What follows belongs to an exercise in optimizing a design on an open flow for small area, a short achievable clock period and few clock cycles per item; a production flow would make more cautious choices. Where RTL was checked, it was by simulation tests only, not by an equivalence proof against the original. No activity file was given, so power comes from the tool's default toggle rates.

==> flow/design.v (excerpt) <==
module frequency_based_cache_replacement_core (
   input  logic        clock,
   input  logic        reset,
   input  logic        req_tvalid,
   output logic        req_tready,
   input  logic [47:0] req_tdata,
   output logic        rsp_tvalid,
   input  logic        rsp_tready,
   output logic [55:0] rsp_tdata,
   output logic [1:0]  rsp_tuser,
   input  logic        csr_valid,
   output logic        csr_ready,
   input  logic [0:0]  csr_index,
   input  logic [4:0]  csr_data
);
clock: 10.0 ns
lec_check: 0
cap_margin: 20
core_margin: 2
core_utilization: 45
setup_slack_margin: 5
slew_margin: 20
standard.sh (not shown) runs the stock make flow with config.mk's settings and CLKGATE_MAP_FILE= SYNTH_SCRIPT=/design/flow/synth_recipe.tcl, a recipe that flattens the netlist after the stock synthesis.
==> flow/flow/run.sh <==
#!/bin/bash
set -euo pipefail
MARGIN=$(cat flow/margin.txt)
CTS=$(cat flow/cts_args.txt)
sed -e "s/SETUP_SLACK_MARGIN=5/SETUP_SLACK_MARGIN=${MARGIN}/" \
    -e "s|\"\${@:-finish}\"|'CTS_ARGS=${CTS}' \"\${@:-finish}\"|" \
    standard.sh > standard_tuned.sh
grep -q "SETUP_SLACK_MARGIN=${MARGIN}" standard_tuned.sh
grep -q "CTS_ARGS=" standard_tuned.sh
bash standard_tuned.sh > make.log 2>&1
==> flow/flow/cts_args.txt <==
-sink_clustering_enable -repair_clock_nets -dont_use_dummy_load -buf_list {sky130_fd_sc_hd__clkbuf_4 sky130_fd_sc_hd__clkbuf_8}
==> flow/flow/margin.txt <==
6.5
The starting point produced a clean layout.
Testbench counts at the start, summed over its fixed seeds: cycles 4,024, items 4,000.
Change:
--- a/flow/flow/run.sh
+++ b/flow/flow/run.sh
@@ -4 +4,5 @@
-CTS=$(cat flow/cts_args.txt)
+EXTRA=""
+while IFS= read -r line; do
+  [[ -z "$line" ]] && continue
+  EXTRA="$EXTRA '$line'"
+done < flow/make_args.txt
@@ -6 +10 @@
-    -e "s|\"\${@:-finish}\"|'CTS_ARGS=${CTS}' \"\${@:-finish}\"|" \
+    -e "s|\"\${@:-finish}\"|${EXTRA} \"\${@:-finish}\"|" \
@@ -9 +12,0 @@
-grep -q "CTS_ARGS=" standard_tuned.sh
==> flow/flow/make_args.txt (new file) <==
CTS_ARGS=-sink_clustering_enable -repair_clock_nets -dont_use_dummy_load
BUFFER_PORTS_ARGS=-buffer_cell sky130_fd_sc_hd__buf_4
==> flow/flow/margin.txt (replaced) <==
6.3
- TNS_END_PERCENT: default -> 30
removed: flow/flow/cts_args.txt
=> The changed run completed with no timing, DRC or antenna violations; wire length falls by 9.8%; maximum frequency falls by 3.7%; combinational power falls by 17%; sequential share of layout area rises by 3.1 points; synthesized area stays the same; final area falls by 6.1%; flip-flop and latch count stays the same.

========
Setup of zinc:
Another version of the RTL of frequency_based_cache_replacement_core (not shown whole).
Size in the first run: ~5100 cells after synthesis, ~1500 flip-flops, ~120 I/O pins.
export LEC_CHECK = 0
export CAP_MARGIN = 20
export CORE_MARGIN = 2
export CORE_UTILIZATION = 40
export SETUP_SLACK_MARGIN = 5
export SLEW_MARGIN = 20
create_clock -name core_clock -period 10.0 [get_ports {clock}]
run.sh (not shown) runs the stock make flow with config.mk's settings and CLKGATE_MAP_FILE= SYNTH_SCRIPT=/design/flow/synth_recipe.tcl, a recipe that flattens the netlist after the stock synthesis.
Stock flow here: none of the scripts above is used.
The flow did not stop early for zinc: all stages ran, and the layout cleared the timing, design-rule and antenna checks.
Testbench counts of zinc, summed over its fixed seeds: cycles 4,024, items 4,000.
Input changes introduced in amber (baseline for comparison: zinc):
==> flow/flow/run.sh (new file) <==
#!/bin/bash
set -euo pipefail
MARGIN=$(cat flow/margin.txt)
sed "s/SETUP_SLACK_MARGIN=5/SETUP_SLACK_MARGIN=${MARGIN}/" standard.sh > standard_margin.sh
grep -q "SETUP_SLACK_MARGIN=${MARGIN}" standard_margin.sh
bash standard_margin.sh > make.log 2>&1
==> flow/flow/margin.txt (new file) <==
6.5
==> flow/standard.sh (new file) <==
#!/bin/bash
# synth_recipe.tcl (not shown) runs the flow's synth.tcl, then flattens the netlist and writes it again
# the make line also repeats each setting of config.mk as NAME=value (left out here)
make -C /OpenROAD-flow-scripts/flow DESIGN_CONFIG=/design/flow/config.mk WORK_HOME=/design/flow/orfs CLKGATE_MAP_FILE= SYNTH_SCRIPT=/design/flow/synth_recipe.tcl "${@:-finish}"
removed: flow/run.sh
Notes after the runs:
- Sequential cell fraction of total power in amber is 0.9 points higher than in zinc
- Going from zinc to amber, the clock network area share was found to have gone down by 1.4 points.
- met3 layer usage reported by global route sits higher in amber than in zinc.
- amber did not stop at any stage, and its layout met the timing, design-rule and antenna checks.
- zinc reached the end of the flow, and the finished layout is clean on the timing, design-rule and antenna checks.

========
Setup of the reference run:
The RTL this note starts from:
==> flow/design.v <==
package fbrc_pkg;
   localparam int ENTRIES = 16;
   localparam int COUNT_W = 16;
   localparam int FD_W    = 16;
   localparam int BN_W    = 31;
   localparam int KEY_W   = FD_W + BN_W;
   localparam int SLOT_W  = 4;
   localparam int CFG_W   = 5;
   localparam logic [CFG_W-1:0] NEW_SECTION_RESET = 5'd4;
   localparam logic [CFG_W-1:0] OLD_SECTION_RESET = 5'd8;
endpackage
module frequency_based_cache_replacement_core (
   input  logic        clock,
   input  logic        reset,
   input  logic        req_tvalid,
   output logic        req_tready,
   input  logic [47:0] req_tdata,
   output logic        rsp_tvalid,
   input  logic        rsp_tready,
   output logic [55:0] rsp_tdata,
   output logic [1:0]  rsp_tuser,
   input  logic        csr_valid,
   output logic        csr_ready,
   input  logic [0:0]  csr_index,
   input  logic [4:0]  csr_data
);
   localparam int N  = fbrc_pkg::ENTRIES;
   localparam int KW = fbrc_pkg::KEY_W;
   localparam int CW = fbrc_pkg::COUNT_W;
   localparam int SW = fbrc_pkg::SLOT_W;
   localparam int RW = 2 + SW + KW;    
   logic [N-1:0] newm, inwin;
   logic [N-1:0] newm_w, inwin_w;
   assign csr_ready = 1'b1;
   always_comb begin
      for (int i = 0; i < N; i++) begin
         newm_w[i]  = ({1'b0, csr_data} > 6'(i));
         inwin_w[i] = (csr_data == 5'd0) ? (i == N - 1) : ({1'b0, csr_data} >= 6'(N - i));
      end
   end
   always_ff @(posedge clock) begin
      if (reset) begin
         newm  <= N'(16'h000f);    
         inwin <= N'(16'hff00);    
      end else if (csr_valid) begin
         if (csr_index[0]) inwin <= inwin_w;
         else              newm  <= newm_w;
      end
   end
   logic [KW-1:0] key  [N];
   logic [CW-1:0] cnt  [N];
   logic [SW-1:0] slot [N];
   logic [N-1:0]  v;                 
   logic [SW-1:0] occ;               
   logic [N-1:0]  lt [N];            
   logic          a_v, b_v;          
   logic [KW-1:0] a_key, b_key;
   logic [N-1:0]  b_m;               
   logic [CW-1:0] b_c;               
   logic [SW-1:0] b_s;               
   logic          h_v, s_v;
   logic [RW-1:0] h_d, s_d;
   logic          rdy;
   logic          go, deq, adv;
   logic          a_v_n, b_v_n, h_v_n, s_v_n;
   assign go  = b_v & ~(h_v & s_v);
   assign adv = a_v & (~b_v | go);
   assign deq = h_v & rsp_tready;
   assign a_v_n = (a_v & ~adv) | (req_tvalid & rdy);
   assign b_v_n = (b_v & ~go) | adv;
   always_comb begin
      h_v_n = h_v;
      s_v_n = s_v;
      if (go) begin
         if (h_v & ~deq) s_v_n = 1'b1;
         h_v_n = 1'b1;
      end else if (deq) begin
         h_v_n = s_v;
         s_v_n = 1'b0;
      end
   end
   always_ff @(posedge clock) begin
      if (reset) begin
         a_v <= 1'b0;
         b_v <= 1'b0;
         h_v <= 1'b0;
         s_v <= 1'b0;
         rdy <= 1'b1;
      end else begin
         a_v <= a_v_n;
         b_v <= b_v_n;
         h_v <= h_v_n;
         s_v <= s_v_n;
         rdy <= ~(a_v_n & b_v_n & h_v_n & s_v_n);
      end
   end
   always_ff @(posedge clock) begin
      if (rdy) a_key <= req_tdata[KW-1:0];
   end
   assign req_tready = rdy;
   logic [N-1:0]  m0;
   logic [CW-1:0] c0;
   logic [SW-1:0] s0;
   logic          same;              
   always_comb begin
      c0 = '0;
      s0 = '0;
      for (int i = 0; i < N; i++) begin
         m0[i] = v[i] && (key[i] == a_key);
         c0 = c0 | ({CW{m0[i]}} & cnt[i]);
         s0 = s0 | ({SW{m0[i]}} & slot[i]);
      end
   end
   assign same = (a_key == b_key);
   logic [N-1:0]  vict, sh, hth, vth;
   logic          hit, full, ev, in_new, inc;
   logic [CW-1:0] cnew, cp1;
   logic [SW-1:0] sv, snew;
   logic [KW-1:0] evk;
   logic [N-1:0]  lt_p, lt_q, lt_o, lt_c, lt_n;
   assign full = v[N-1];
   function automatic logic less(input logic [CW-1:0] a, input logic [CW-1:0] b);
      less = 1'b0;
      for (int i = 0; i < CW; i++) less = (~a[i] & b[i]) | (~(a[i] ^ b[i]) & less);
   endfunction
   always_comb begin
      for (int i = 0; i < N; i++) begin
         vict[i] = inwin[i];
         for (int j = 0; j < N; j++) begin
            if (j > i) vict[i] = vict[i] & lt[i][j];
            if (j < i) vict[i] = vict[i] & ~(inwin[j] & lt[j][i]);
         end
      end
   end
   assign hit = |b_m;
   assign ev  = ~hit & full;
   assign in_new = |(b_m & newm);
   always_comb begin
      sv  = '0;
      evk = '0;
      for (int i = 0; i < N; i++) begin
         sv  = sv  | ({SW{vict[i]}} & slot[i]);
         evk = evk | ({KW{vict[i]}} & key[i]);
      end
   end
   assign inc  = ~in_new & ~(&b_c);
   assign cp1  = b_c + CW'(1);
   assign cnew = hit ? (inc ? cp1 : b_c) : CW'(1);
   assign snew = hit ? b_s : full ? sv : occ;
   always_comb begin
      logic hm, vm;
      hm = 1'b0;
      vm = 1'b0;
      for (int i = N - 1; i >= 0; i--) begin
         hm = hm | b_m[i];
         vm = vm | vict[i];
         hth[i] = hm;
         vth[i] = vm;
      end
      sh[0] = 1'b1;
      for (int i = 1; i < N; i++) begin
         sh[i] = hit ? hth[i] : full ? vth[i] : v[i-1];
      end
   end
   always_comb begin
      for (int k = 0; k < N; k++) begin
         lt_p[k] = less(cp1, cnt[k]);
         lt_q[k] = less(b_c, cnt[k]);
         lt_o[k] = |cnt[k][CW-1:1];
         lt_c[k] = hit ? (inc ? lt_p[k] : lt_q[k]) : lt_o[k];
      end
      lt_n = '0;
      for (int j = 1; j < N; j++) lt_n[j] = sh[j] ? lt_c[j-1] : lt_c[j];
   end
   always_ff @(posedge clock) begin
      if (go) begin
         key[0]  <= b_key;
         cnt[0]  <= cnew;
         slot[0] <= snew;
         lt[0]   <= lt_n;
         for (int i = 1; i < N; i++) begin
            if (sh[i]) begin
               key[i]  <= key[i-1];
               cnt[i]  <= cnt[i-1];
               slot[i] <= slot[i-1];
            end
         end
         for (int a = 1; a < N; a++) begin
            for (int b = a + 1; b < N; b++) begin
               if (sh[b])      lt[a][b] <= lt[a-1][b-1];
               else if (sh[a]) lt[a][b] <= lt[a-1][b];
            end
         end
      end
   end
   always_ff @(posedge clock) begin
      if (reset) begin
         v   <= '0;
         occ <= '0;
      end else if (go & ~hit & ~full) begin
         v   <= {v[N-2:0], 1'b1};
         occ <= occ + SW'(1);
      end
   end
   always_ff @(posedge clock) begin
      if (adv) begin
         b_key <= a_key;
         if (go) begin
            b_m[0] <= same;
            for (int i = 1; i < N; i++) b_m[i] <= sh[i] ? m0[i-1] : m0[i];
            b_c <= same ? cnew : c0;
            b_s <= same ? snew : s0;
         end else begin
            b_m <= m0;
            b_c <= c0;
            b_s <= s0;
         end
      end
   end
   logic [RW-1:0] res;
   assign res = {ev, hit, snew, ev ? evk : KW'(0)};
   always_ff @(posedge clock) begin
      if (go) begin
         if (~h_v | deq) h_d <= res;
         if (h_v)        s_d <= res;
      end else if (deq) begin
         h_d <= s_d;
      end
   end
   assign rsp_tvalid = h_v;
   assign rsp_tuser  = h_d[RW-1:RW-2];
   assign rsp_tdata  = {5'b0, h_d[KW-1:0], h_d[KW+SW-1:KW]};
endmodule
clock: 10.0 ns
lec_check: 0
cap_margin: 20
core_margin: 2
core_utilization: 55
setup_slack_margin: 5
slew_margin: 20
standard.sh (not shown) runs the stock make flow with config.mk's settings and CLKGATE_MAP_FILE= SYNTH_SCRIPT=/design/flow/synth_recipe.tcl, a recipe that flattens the netlist after the stock synthesis.
==> flow/flow/run.sh <==
#!/bin/bash
set -euo pipefail
MARGIN=$(cat flow/margin.txt)
CTS=$(cat flow/cts_args.txt)
sed -e "s/SETUP_SLACK_MARGIN=5/SETUP_SLACK_MARGIN=${MARGIN}/" \
    -e "s|\"\${@:-finish}\"|'CTS_ARGS=${CTS}' \"\${@:-finish}\"|" \
    standard.sh > standard_tuned.sh
grep -q "SETUP_SLACK_MARGIN=${MARGIN}" standard_tuned.sh
grep -q "CTS_ARGS=" standard_tuned.sh
bash standard_tuned.sh > make.log 2>&1
==> flow/flow/cts_args.txt <==
-sink_clustering_enable -repair_clock_nets -dont_use_dummy_load -buf_list {sky130_fd_sc_hd__clkbuf_4 sky130_fd_sc_hd__clkbuf_8}
==> flow/flow/margin.txt <==
6.5
Setup changes, the reference run to the trial run
==> flow/flow/run.sh <==
#!/bin/bash
set -euo pipefail
MARGIN=$(cat flow/margin.txt)
sed "s/SETUP_SLACK_MARGIN=5/SETUP_SLACK_MARGIN=${MARGIN}/" standard.sh > standard_margin.sh
grep -q "SETUP_SLACK_MARGIN=${MARGIN}" standard_margin.sh
bash standard_margin.sh > make.log 2>&1
diff --git a/flow/config.mk b/flow/config.mk
--- a/flow/config.mk
+++ b/flow/config.mk
@@ -8,5 +8,5 @@
 export CAP_MARGIN = 20
 export CORE_MARGIN = 2
-export CORE_UTILIZATION = 55
+export CORE_UTILIZATION = 40
 export SETUP_SLACK_MARGIN = 5
 export SLEW_MARGIN = 20
removed: flow/flow/cts_args.txt
Relative to the reference run, number of antenna violations at the first check in global routing decreased by 10 in the trial run. Diff the reference run and the trial run: global-route usage higher in the reference run. Looking at critical-path cell with the highest stage delay, the edfxtp_1 result is from the reference run; the a222oi_1 one comes from the trial run. Compared with the reference run, the trial run shows a clock-buffer cell count that is about 15% lower. Looking at die span in y, the trial run sits 17% higher than the reference run does. b_c[0] as the launching element of the worst setup path was reported by the reference run, and a_key[15] by the trial run. Worst setup path endpoint = lt[0][14]: the reference run; worst setup path endpoint = b_c[11]: the trial run. From the reference run to the trial run the numbers moved as follows: post-cts sizing count has decreased, wire length has decreased, power density over cell area has increased.
No run of this note included a check of the RTL's function; only the layout flow was run.

-- what the ideal ports hide --
How much do the figures lean on ideal ports? The routed layouts below were timed once more, with nothing changed but the port constraints. Step 1, drivers: a clkbuf_16 drives clock and a buf_2 each remaining input, both assumed. Step 2 times the ports against the registers' clock, not the clock port: input delays grow and output delays shrink by t, the midpoint of the rising clock arrivals with the driver on. a / b / c = no drivers / after step 1 / after step 2; a / b = the first two.
| run | t, ns | setup slack, ns | worst setup path after step 2 | cell pins on the clock port's net |
|---|---|---|---|---|
| the first run of note 1 | 1.147 | 6.187 / 6.187 / 5.280 | input to register | 1 |
| the second run of note 1 | 0.889 | 6.042 / 6.042 / 5.258 | input to register | 1 |
| zinc | 0.941 | 4.951 / 4.951 / 4.951 | register to register | 1 |
| amber | 0.925 | 5.789 / 5.789 / 5.789 | register to register | 1 |
| the reference run | 1.060 | 5.973 / 5.973 / 5.973 | register to register | 1 |
| the trial run | 0.944 | 5.912 / 5.912 / 5.912 | register to register | 1 |
After both steps setup and hold are still met in every run listed. For the first run of note 1, which loses most, drivers alone change the setup slack by 0.000 ns; drivers and shift together by -0.907 ns.
